Source: an optimization exercise on an open RTL-to-GDS flow (aim: small area, a short achievable clock period and few clock cycles per item). Production flows keep margins and buffers that such runs may drop. Function was checked by simulation only, so behaviour that the tests miss may differ from the original.

==> exp/xenon <==
## mul_pipe
module mul_pipe #(
  parameter int WIDTH  = 64,
  parameter int STAGES = 5,
  parameter int TAG_W  = 5
) (
  input  logic             clk,
  input  logic             resetn,
  input  logic             in_valid,
  output logic             in_ready,
  input  logic [WIDTH-1:0] a,
  input  logic [WIDTH-1:0] b,
  input  logic [1:0]       mul_type,
  input  logic [TAG_W-1:0] in_tag,
  input  logic             flush,
  output logic             out_valid,
  input  logic             out_ready,
  output logic [WIDTH-1:0] out_res,
  output logic [TAG_W-1:0] out_tag,
  output logic             busy
);
  logic        s_a, s_b, lo;
  localparam int SEGS = 3;
  localparam int SEGW = 66 / SEGS;
  logic [66:0] am;
  logic [64:0] bx;
  logic [31:0] neg;
  logic [65:0] pp [32];
  logic [63:0] r32;
  assign s_a = (mul_type != 2'b11);
  assign s_b = !mul_type[1];
  assign lo  = (mul_type == 2'b00);
  assign am  = {{2{a[63] & s_a}}, a, 1'b0};
  assign bx  = {b, 1'b0};
  for (genvar i = 0; i < 32; i++) begin : g_row
    for (genvar g = 0; g < SEGS; g++) begin : g_seg
      logic ng;
      mul_bseg #(.N(SEGW)) u_seg (
        .y  (bx[2*i+2:2*i]),
        .am (am[g*SEGW+SEGW:g*SEGW]),
        .pp (pp[i][g*SEGW+SEGW-1:g*SEGW]),
        .neg(ng)
      );
      if (g == 0) begin : g_neg
        assign neg[i] = ng;
      end
    end
  end
  assign r32 = a & {64{b[63] & !s_b}};
  logic [262:0] cs_d, cs_q;
  logic ts0, tc0;
  logic ts1, tc1;
  logic ts2, tc2;
  logic ts3, tc3;
  logic ts4, tc4;
  logic ts5, tc5;
  logic ts6, tc6;
  logic ts7, tc7;
  logic ts8, tc8;
  logic ts9, tc9;
  logic ts10, tc10;
  logic ts11, tc11;
  logic ts12, tc12;
  logic ts13, tc13;
  logic ts14, tc14;
  logic ts15, tc15;
  logic ts16, tc16;
  logic ts17, tc17;
  logic ts18, tc18;
  logic ts19, tc19;
  logic ts20, tc20;
  logic ts21, tc21;
  logic ts22, tc22;
  logic ts23, tc23;
  logic ts24, tc24;
  logic ts25, tc25;
  logic ts26, tc26;
  ...
export LEC_CHECK = 0
export CAP_MARGIN = 20
export CORE_MARGIN = 2
export CORE_UTILIZATION = 45
export SLEW_MARGIN = 20
export SYNTH_HIERARCHICAL = 1
export SYNTH_MINIMUM_KEEP_SIZE = 0
export TNS_END_PERCENT = 5
create_clock -name core_clock -period 16.0 [get_ports {clk}]
standard.sh (not shown) runs the stock make flow with config.mk's settings and CLKGATE_MAP_FILE= SYNTH_SCRIPT=/design/flow/synth_recipe.tcl, a recipe that flattens the netlist after the stock synthesis.
==> flow/flow/run.sh <==
#!/bin/bash
# Standard layout with two changes: the port buffers are buf_4 cells (which the
# repair steps may resize), and timing repair aims at a tighter setup margin
# than the 16 ns clock needs, so it sizes and buffers the critical paths.
set -euo pipefail
bash standard.sh "BUFFER_PORTS_ARGS=-buffer_cell sky130_fd_sc_hd__buf_4" SETUP_SLACK_MARGIN=8.2 finish > make_finish.log 2>&1
==> inputs of exp/indigo, as changes to exp/xenon <==
Settings changed: CORE_UTILIZATION 45 to 52, TNS_END_PERCENT 5 to 0.
==> inputs of exp/maple, as changes to exp/xenon <==
--- a/flow/flow/run.sh
+++ b/flow/flow/run.sh
@@ -5,2 +5,2 @@
 set -euo pipefail
-bash standard.sh "BUFFER_PORTS_ARGS=-buffer_cell sky130_fd_sc_hd__buf_4" SETUP_SLACK_MARGIN=8.2 finish > make_finish.log 2>&1
+bash standard.sh "BUFFER_PORTS_ARGS=-buffer_cell sky130_fd_sc_hd__buf_4" SETUP_SLACK_MARGIN=8.5 finish > make_finish.log 2>&1
Settings changed: CORE_UTILIZATION 45 to 40, TNS_END_PERCENT 5 to 20.
==> qor summary <==
                                                                       exp/xenon    exp/maple     exp/indigo
Outcome                                                 timing/DRC/antenna clean  timing/DRC/antenna clean  timing/DRC/antenna clean
Number of buffers created by CTS                                              45           45             49
Number of instances on the worst hold path                                     1            1              2
Area of all placed cells without fillers                             110,000 um2  119,000 um2    110,000 um2
Metal2 WL                                                                 197 mm       218 mm         215 mm
Detailed-routing iteration count for the pre-antenna-repair pass              10           13              9
Tapcell Cnt                                                                2,992        3,348          2,542
First-pass GRT wire length                                                691 mm       729 mm         726 mm
Crit path launch type                                              primary input    flip-flop  primary input
Number of antenna violations at the first check in global routing             15           23             26
Clock buffer instance count of the final layout                               55           56             57
Number of buffers added for setup after CTS                                   37           98             62
Layout cell share with drive strength beyond 1                             12.7%        20.7%          13.0%
Share of the final layout cell area in multi-input gates                   83.0%        79.2%          82.9%
Post-DP HPWL                                                              343 mm       356 mm         354 mm
Final core area utilization                                                49.1%        47.1%          56.7%
Final critical-path required period                                      7950 ps      7930 ps        8050 ps
Testbench counts of exp/xenon, summed over its fixed seeds: cycles 4,808, items 4,800.
Testbench counts of exp/indigo, summed over its fixed seeds: cycles 4,808, items 4,800.
Testbench counts of exp/maple, summed over its fixed seeds: cycles 4,808, items 4,800.

afterwards: timing with drivers on the ports:
No port has a modelled driver above. Below, the same layouts with a new extraction and two added sets of constraints.
Step 1 (the two cells are an assumption about what drives the block):
set clk [get_ports {clk}]
set_driving_cell -lib_cell sky130_fd_sc_hd__clkbuf_16 $clk
set_driving_cell -lib_cell sky130_fd_sc_hd__buf_2 [delete_from_list [all_inputs] $clk]
Step 2 adds t to the input delays and takes it off the output delays; t is the mean of the earliest and latest rising clock arrival at the registers after step 1. Input paths then give back, and output paths get back, about the clock's delay inside the block.
Three values: no drivers, after step 1, after step 2; two values: the first two.
| run | t (ns) | setup WS [ns] | hold WS [ns] | worst data-port slew with drivers (ns) |
|---|---|---|---|---|
| exp/xenon | 0.744 | 8.054 / 8.011 / 7.266 | 0.451 / 0.451 / 0.451 | 0.44 |
| exp/indigo | 0.744 | 7.946 / 7.909 / 7.165 | 0.462 / 0.462 / 0.462 | 0.28 |
| exp/maple | 0.728 | 8.070 / 8.003 / 7.354 | 0.456 / 0.456 / 0.456 | 0.34 |
After both steps setup and hold are still met in every run listed. For exp/xenon, which loses most, drivers alone change the setup slack by -0.043 ns; drivers and shift together by -0.788 ns.
